Background: an optimization exercise with open tools, aiming at small area. Do not read the settings as production practice.
In this exercise RTL edits were held to simulation tests only and were not proved equivalent to the original.
No activity file was given, so power comes from the tool's default toggle rates.

<file path="config.mk">
export PLATFORM = sky130hd
export DESIGN_NAME = cmp_unit
export DESIGN_NICKNAME = cmp_unit
export VERILOG_FILES = /design/flow/design.v
export SDC_FILE = /design/flow/constraint.sdc
export NUM_CORES = 4
export LEC_CHECK = 0
export CAP_MARGIN = 20
export CORE_MARGIN = 2
export CORE_UTILIZATION = 40
export SLEW_MARGIN = 20
</file>
<file path="run.sh">
#!/bin/bash
# synth_recipe.tcl (not shown) runs the flow's synth.tcl, then flattens the netlist and writes it again
# the make line also repeats each setting of config.mk as NAME=value (left out here)
make -C /OpenROAD-flow-scripts/flow DESIGN_CONFIG=/design/flow/config.mk WORK_HOME=/design/flow/orfs CLKGATE_MAP_FILE= SYNTH_SCRIPT=/design/flow/synth_recipe.tcl finish
</file>
<file path="design.v">
`timescale 1ns/1ps
`default_nettype none
module branch_cmp (
    input  logic [31:0] a,
    input  logic [31:0] b,
    input  logic [2:0]  cmp_op,
    output logic        taken
);
    logic eq;
    logic lt_s;
    logic lt_u;
    assign eq   = (a == b);
    assign lt_s = ($signed(a) < $signed(b));
    assign lt_u = (a < b);
    always_comb begin
        case (cmp_op)
            3'b000:  taken = eq;       
            3'b001:  taken = !eq;      
            3'b100:  taken = lt_s;     
            3'b101:  taken = !lt_s;    
            3'b110:  taken = lt_u;     
            3'b111:  taken = !lt_u;    
            default: taken = 1'b0;   
        endcase
    end
endmodule
`default_nettype wire
`timescale 1ns/1ps
`default_nettype none
module cmp_rs (
    input  logic                             clk,
    input  logic                             rst,
    input  logic                             flush,
    input  logic                             disp_valid,
    output logic                             disp_ready,
    input  logic [142-1:0]                  disp,
    input  logic [8-1:0]            rob_ready,
    input  logic [8-1:0][31:0]      rob_vals,
    output logic [3*69-1:0]      cmp_res
);
    localparam int IDX_W = $clog2(3);
    logic [3-1:0]             busy;
    logic [3-1:0][142-1:0]   ent;
    logic [IDX_W-1:0]        free_idx;
    logic                    free_found;
    logic                    disp_fire;
    logic [3-1:0]  load;       
    logic [3-1:0]  issue;      
    logic [3-1:0]  taken;
    for (genvar i = 0; i < 3; i++) begin : g_cmp
        branch_cmp i_branch_cmp (
            .a      (ent[i][137:106]),
            .b      (ent[i][105:74]),
            .cmp_op (ent[i][140:138]),
            .taken  (taken[i])
        );
    end
    always_comb begin
        free_idx   = '0;
        free_found = 1'b0;
        for (int i = 3 - 1; i >= 0; i--) begin
            if (!busy[i]) begin
                free_idx   = IDX_W'(i);
                free_found = 1'b1;
            end
        end
    end
    assign disp_ready = free_found;
    assign disp_fire  = disp_valid && disp_ready;
    always_comb begin
        for (int i = 0; i < 3; i++) begin
            load[i]  = disp_fire && (free_idx == IDX_W'(i));
            issue[i] = busy[i] && (ent[i][73:71] == '0) && (ent[i][70:68] == '0);
        end
    end
    always_ff @(posedge clk) begin
        if (rst || flush) begin
            busy <= '0;
        end else begin
            for (int i = 0; i < 3; i++) begin
                if (issue[i]) begin
                    busy[i] <= 1'b0;
                end else if (load[i]) begin
                    busy[i] <= 1'b1;
                end
            end
        end
    end
    always_ff @(posedge clk) begin
        for (int i = 0; i < 3; i++) begin
            if (load[i]) begin
                ent[i] <= disp;
            end else if (busy[i]) begin
                if (ent[i][73:71] != '0 && rob_ready[ent[i][73:71]]) begin
                    ent[i][137:106] <= rob_vals[ent[i][73:71]];
                    ent[i][73:71] <= '0;
                end
                if (ent[i][70:68] != '0 && rob_ready[ent[i][70:68]]) begin
                    ent[i][105:74] <= rob_vals[ent[i][70:68]];
                    ent[i][70:68] <= '0;
                end
            end
        end
    end
    always_ff @(posedge clk) begin
        if (rst || flush) begin
            for (int i = 0; i < 3; i++) begin
                cmp_res[i*69 + 68] <= 1'b0;
            end
        end else begin
            for (int i = 0; i < 3; i++) begin
                cmp_res[i*69 + 68] <= issue[i];
                if (issue[i]) begin
                    cmp_res[i*69 + 33 +: 3] <= ent[i][67:65];
                    cmp_res[i*69 + 32]      <= (ent[i][64] == taken[i]);
                    if (ent[i][141]) begin
                        cmp_res[i*69 + 36 +: 32] <= ent[i][63:32];
                    end else begin
                        cmp_res[i*69 + 36 +: 32] <= {32{taken[i]}};
                    end
                    if (taken[i]) begin
                        cmp_res[i*69 +: 32] <= ent[i][63:32] + ent[i][31:0];
                    end else begin
                        cmp_res[i*69 +: 32] <= ent[i][63:32] + 32'd4;
                    end
                end
            end
        end
    end
endmodule
`default_nettype wire
`timescale 1ns/1ps
`default_nettype none
module rob_value_table (
    input  logic                           clk,
    input  logic                           rst,
    input  logic                           flush,
    input  logic                           alloc_valid,
    input  logic [3-1:0]              alloc_tag,
    input  logic [36-1:0]                ext_cdb,
    input  logic [3*69-1:0]    cmp_res,
    output logic [8-1:0]          rob_ready,
    output logic [8-1:0][31:0]    rob_vals
);
    logic [8-1:0]               ready_q;
    logic [8-1:0][31:0]         vals_q;
    logic [8-1:0]               wr_en;
    logic [8-1:0][31:0]         wr_val;
    logic [8-1:0]               alloc_mask;
    always_comb begin
        wr_en  = '0;
        wr_val = vals_q;
        if (ext_cdb[35] && ext_cdb[34:32] != '0) begin
            wr_en[ext_cdb[34:32]]  = 1'b1;
            wr_val[ext_cdb[34:32]] = ext_cdb[31:0];
        end
        for (int i = 0; i < 3; i++) begin
            if (cmp_res[i*69 + 68] && cmp_res[i*69 + 33 +: 3] != '0) begin
                wr_en[cmp_res[i*69 + 33 +: 3]]  = 1'b1;
                wr_val[cmp_res[i*69 + 33 +: 3]] = cmp_res[i*69 + 36 +: 32];
            end
        end
    end
    always_comb begin
        alloc_mask = '0;
        if (alloc_valid) begin
            alloc_mask[alloc_tag] = 1'b1;   
        end
    end
    always_ff @(posedge clk) begin
        if (rst || flush) begin
            ready_q <= '0;
        end else begin
            ready_q <= (ready_q & ~alloc_mask) | wr_en;
        end
    end
    always_ff @(posedge clk) begin
        vals_q <= wr_val;
    end
    assign rob_ready = ready_q;
    assign rob_vals  = vals_q;
endmodule
`default_nettype wire
`timescale 1ns/1ps
`default_nettype none
module cmp_unit (
    input  logic                          clk,
    input  logic                          rst,
    input  logic                          flush,
    input  logic                          disp_valid,
    output logic                          disp_ready,
    input  logic [142-1:0]               disp,
    input  logic [36-1:0]               ext_cdb,
    input  logic                          alloc_valid,
    input  logic [3-1:0]             alloc_tag,
    output logic [3*69-1:0]   cmp_res
);
    logic [8-1:0]        rob_ready;
    logic [8-1:0][31:0]  rob_vals;
    cmp_rs i_cmp_rs (
        .clk        (clk),
        .rst        (rst),
        .flush      (flush),
        .disp_valid (disp_valid),
        .disp_ready (disp_ready),
        .disp       (disp),
        .rob_ready  (rob_ready),
        .rob_vals   (rob_vals),
        .cmp_res    (cmp_res)
    );
    rob_value_table i_rob_value_table (
        .clk         (clk),
        .rst         (rst),
        .flush       (flush),
        .alloc_valid (alloc_valid),
        .alloc_tag   (alloc_tag),
        .ext_cdb     (ext_cdb),
        .cmp_res     (cmp_res),
        .rob_ready   (rob_ready),
        .rob_vals    (rob_vals)
    );
endmodule
`default_nettype wire
</file>
<file path="constraint.sdc">
create_clock -name core_clock -period 6.0 [get_ports {clk}]
set_input_delay 1.2000 -clock core_clock [delete_from_list [all_inputs] [get_ports {clk}]]
set_output_delay 1.2000 -clock core_clock [all_outputs]
set_load 0.01 [all_outputs]
</file>
==> metrics.yaml <==
placed_design:
  dp_hpwl_mm: 166.2
  placed_cell_area_um2: 63640
  place_ws_ns: 1.181
  io_buffer_count: 393
  place_congestion: 0.9748
pwr:
  p_leak_nw: 24.85
  power.density_nw_per_um2: 298.9
  max-vdd-ir-drop_mv: 0.2261
job:
  maxCapViolations: 0
timing:
  finalHoldViolCount: 0
  finClkSkew_ns: 0.03386
  min_period_ns: 4.270
  maxSlewHeadroom: 0.1877
  hold_slack_ns: 0.4117
  report.final.slew_viol_count: 0
  final.setup.tns_ns: 0
  worst_slew_pin_slew_ns: 1.215
  grt_setup_unrepaired: "no"
  final.setup.worst_slack_ns: 1.730
  fmax_mhz: 234.2
  post-route-period-util: 0.7117
  setup_viol: 0
cells_and_area:
  num-nets-final: 5854
  multiInputGateArea_um2: 31110
  synthToLayoutAreaGrowth_pct: 16.14
  drive_gt1_frac: 0.1345
  regArea_um2: 24300
  final_cell_area_um2: 67050
  fill_cells: 13094
routing:
  postRouteAntennaNets: 0
  wl_per_cell_um: 31.01
  firstDrtPassIters: 9
  drt_wl_total_mm: 230.5
  dr.first_iter.drc_count: 7304
  drc_errors: 0
  vias: 48987
  viasPerCell: 6.589
synthesis:
  synth-edff-count: 630
  synthArstFlopShare: 0
  synth_common_cells: "edfxtp_1 (630), mux4_2 (390), nand2_1 (382), a21oi_1 (376), clkbuf_1 (350)"
  ys_top_cells_by_area: "edfxtp_1 (33%), mux4_2 (15%), dfxtp_1 (9.3%)"
  syn_avg_cell_area_um2: 10.99
  post-synth-top-area-cell: "edfxtp_1"
  synth_cells: 5252
  yosysMostFrequentCell: "edfxtp_1"
  syn-num-nets: 5662
  yosys_warnings: 3
  ys_seq_elements: 899
  synth_cell_type_count: 88
  synth_ff_type: "edfxtp_1"
  ys_seq_area_frac: 0.4210
  synth_area_um2: 57730
  synth_top_area_frac: 0.3277
clock_tree:
  root_buffer: "clkbuf_16"
  clockBufferDepth: 3
  cts_tree: "built"
  cts_buffers: 101
  clock_latency_ns: 0.74
  post-cts-setup-buffers: 0
  clkSlewWorstSetupHoldPaths_ns: 0.07
  ctsHtreeMaxLevel: 3
  cts_resized: 0
  cts_num_sinks: 899
  hold_buffers: 0
worst_setup_path:
  cp_max_fo: 19
  worstSetupPathType: "in2reg"
  cp-start-kind: "primary input"
  r2r_cells: 9
  cp_cell_sequence: "clkdlybuf4s50_1 > inv_1 > ha_1 > ha_1 > inv_1 > ha_1 > buf_12 > nor2b_1 > and3_1 > a22oi_1 > o22ai_1 > a221oi_1 > a21oi_1"
  rrSetupSlack_ns: 1.79
  timing.rr.end: "i_cmp_rs.cmp_res[100]"
  crit_family: "adder cells"
  crit_slowest_cell: "ha_1"
  arrival_ns: 4.85
  cp_common_cell: "ha_1"
  slowest_delay_ns: 0.80
  required_ns: 6.58
  cp-end-kind: "register"
  crit_buf_inv: 4
  r2r-start: "i_cmp_rs.ent[275]"
floorplan:
  io_pins: 394
  die-area_um2: 147400
  die_width_um: 383.9
  die_h_um: 383.9
  initial_core_util: 0.4023
  rows: 139
  core-area_um2: 143500
worst_hold_path:
  hp-class: "reg2reg"
  min_delay_path_depth: 0
  hold_start: "i_cmp_rs.ent[209]"
  hold_end: "i_cmp_rs.cmp_res[104]"
grt:
  grt_max_degree: 139
  grt_pass1_vias: 46520
  gr-total-overflow: 0
  grt_util_all_layers: 0.3041
  grt_pass1_wl_mm: 330.1
  antenna_found_initial: 16
run_status:
  status: "no timing/DRC/antenna violations"
-- placed cells by master (no fill, tap or decap), drive strengths merged, types with 49 or more instances in the layout --
| master | synthesis | layout |
|---|---|---|
| dfxtp | 269 | 269 |
| a221oi | 122 | 122 |
| nand3 | 72 | 72 |
| nand2 | 382 | 382 |
| inv | 246 | 250 |
| xnor2 | 128 | 128 |
| a21oi | 377 | 377 |
| edfxtp | 630 | 630 |
| and3 | 56 | 56 |
| nand4 | 49 | 49 |
| a21o | 85 | 85 |
| mux2i | 205 | 205 |
| o21ai | 300 | 300 |
| nor2b | 58 | 58 |
| a22oi | 309 | 309 |
| nor2 | 152 | 152 |
| and2 | 91 | 91 |
| nand2b | 70 | 70 |
| clkdlybuf4s50 | 0 | 392 |
| clkbuf | 350 | 133 |
| buf | 70 | 117 |
| mux4 | 390 | 390 |
| ha | 221 | 221 |
| o22ai | 325 | 325 |
-- area by class of cell --
| cell class | instances | share of cell area |
|---|---|---|
| Multi-Input combinational cell | 3685 | 0.4640 |
| Sequential cell | 899 | 0.3625 |
| Timing Repair Buffer | 509 | 0.07351 |
| Clock buffer | 133 | 0.04104 |
| Tap cell | 1903 | 0.03551 |
| Inverter | 248 | 0.01403 |
| Clock inverter | 57 | 0.009387 |
| Antenna cell | 1 | 0.00003732 |
-- per-stage QoR --
step,utilization,power (mW),cells
after CTS,0.4671,19.87,7433
after floorplan,-,11.69,5252
final,0.4673,20.04,7435
after detailed placement,0.4435,13.39,7243
after global routing,0.4673,20.73,7434
after global placement,0.4433,13.26,7241
-- routing by layer --
layer,routed length (um),track usage,up-vias,part of all wire
met5,232,0.004548,-,0.0010
met3,28410,0.08498,556,0.12
met1,93580,0.4230,23939,0.41
li1,-,-,20976,-
met2,99250,0.4530,3492,0.43
met4,9066,0.1068,24,0.039
-- worst max-delay path by stage --
| stage | startpoint | to | slack [ns] | cells after the start |
|---|---|---|---|---|
| final | ext_cdb[33] | i_rob_value_table.vals_q[109] | 1.73 | 13 |
| after global routing | i_cmp_rs.ent[275] | i_cmp_rs.cmp_res[100] | 1.59 | 9 |
| after CTS | i_cmp_rs.ent[275] | i_cmp_rs.cmp_res[100] | 1.52 | 9 |
| after detailed placement | ext_cdb[33] | i_rob_value_table.vals_q[163] | 1.18 | 13 |
| after global placement | ext_cdb[33] | i_rob_value_table.vals_q[134] | 1.11 | 13 |
| after floorplan | flush | i_cmp_rs.cmp_res[0] | 0.34 | 3 |
-- registers in the layout, summed over array words and instances, names as in the netlist --
| name | cells |
|---|---|
| i_cmp_rs.ent | 426 |
| i_rob_value_table.vals_q | 256 |
| i_cmp_rs.busy | 3 |
| i_rob_value_table.ready_q | 7 |
| i_cmp_rs.cmp_res | 207 |
-- cell families (layout without fill, tap and decap cells) --
family,Yosys count,after routing,synth area share
other,0,1,0
AO/OA/AOI/OAI,1652,1652,0.1831
AND/OR/NAND/NOR,1042,1042,0.08841
XOR/XNOR,163,163,0.02486
flip-flops,899,899,0.4210
multiplexers,604,604,0.1895
buffers and inverters,668,947,0.04424
adder cells (fa/ha/maj),224,224,0.04894
-- power breakdown --
part           switching [mW]  internal, mW  total [mW]
clock network            2.79          3.75        6.54
registers                1.38          7.41        8.79
logic                    2.05          2.66        4.71
total                    6.22          13.8        20.0

port drivers added, routing unchanged:
Ports are ideal in the flow. The routed layout listed here was re-timed in OpenROAD. Step 1: set_driving_cell puts a clkbuf_16 on clk and a buf_2 on each other input, an assumption about the parent block. Step 2 also shifts input and output timing later by t, the mid clock arrival at the registers, as if the neighbouring blocks saw the same clock. Slacks: ideal ports / drivers / drivers and shift; pairs: ideal ports / drivers.
t (ns): 0.797
setup slack, ns: 1.730 / 1.778 / 0.981
clock arrival spread, ns: 0.034 / 0.034
After both steps this run still meets setup and hold. For this run, drivers alone change the setup slack by +0.048 ns; drivers and shift together by -0.749 ns.
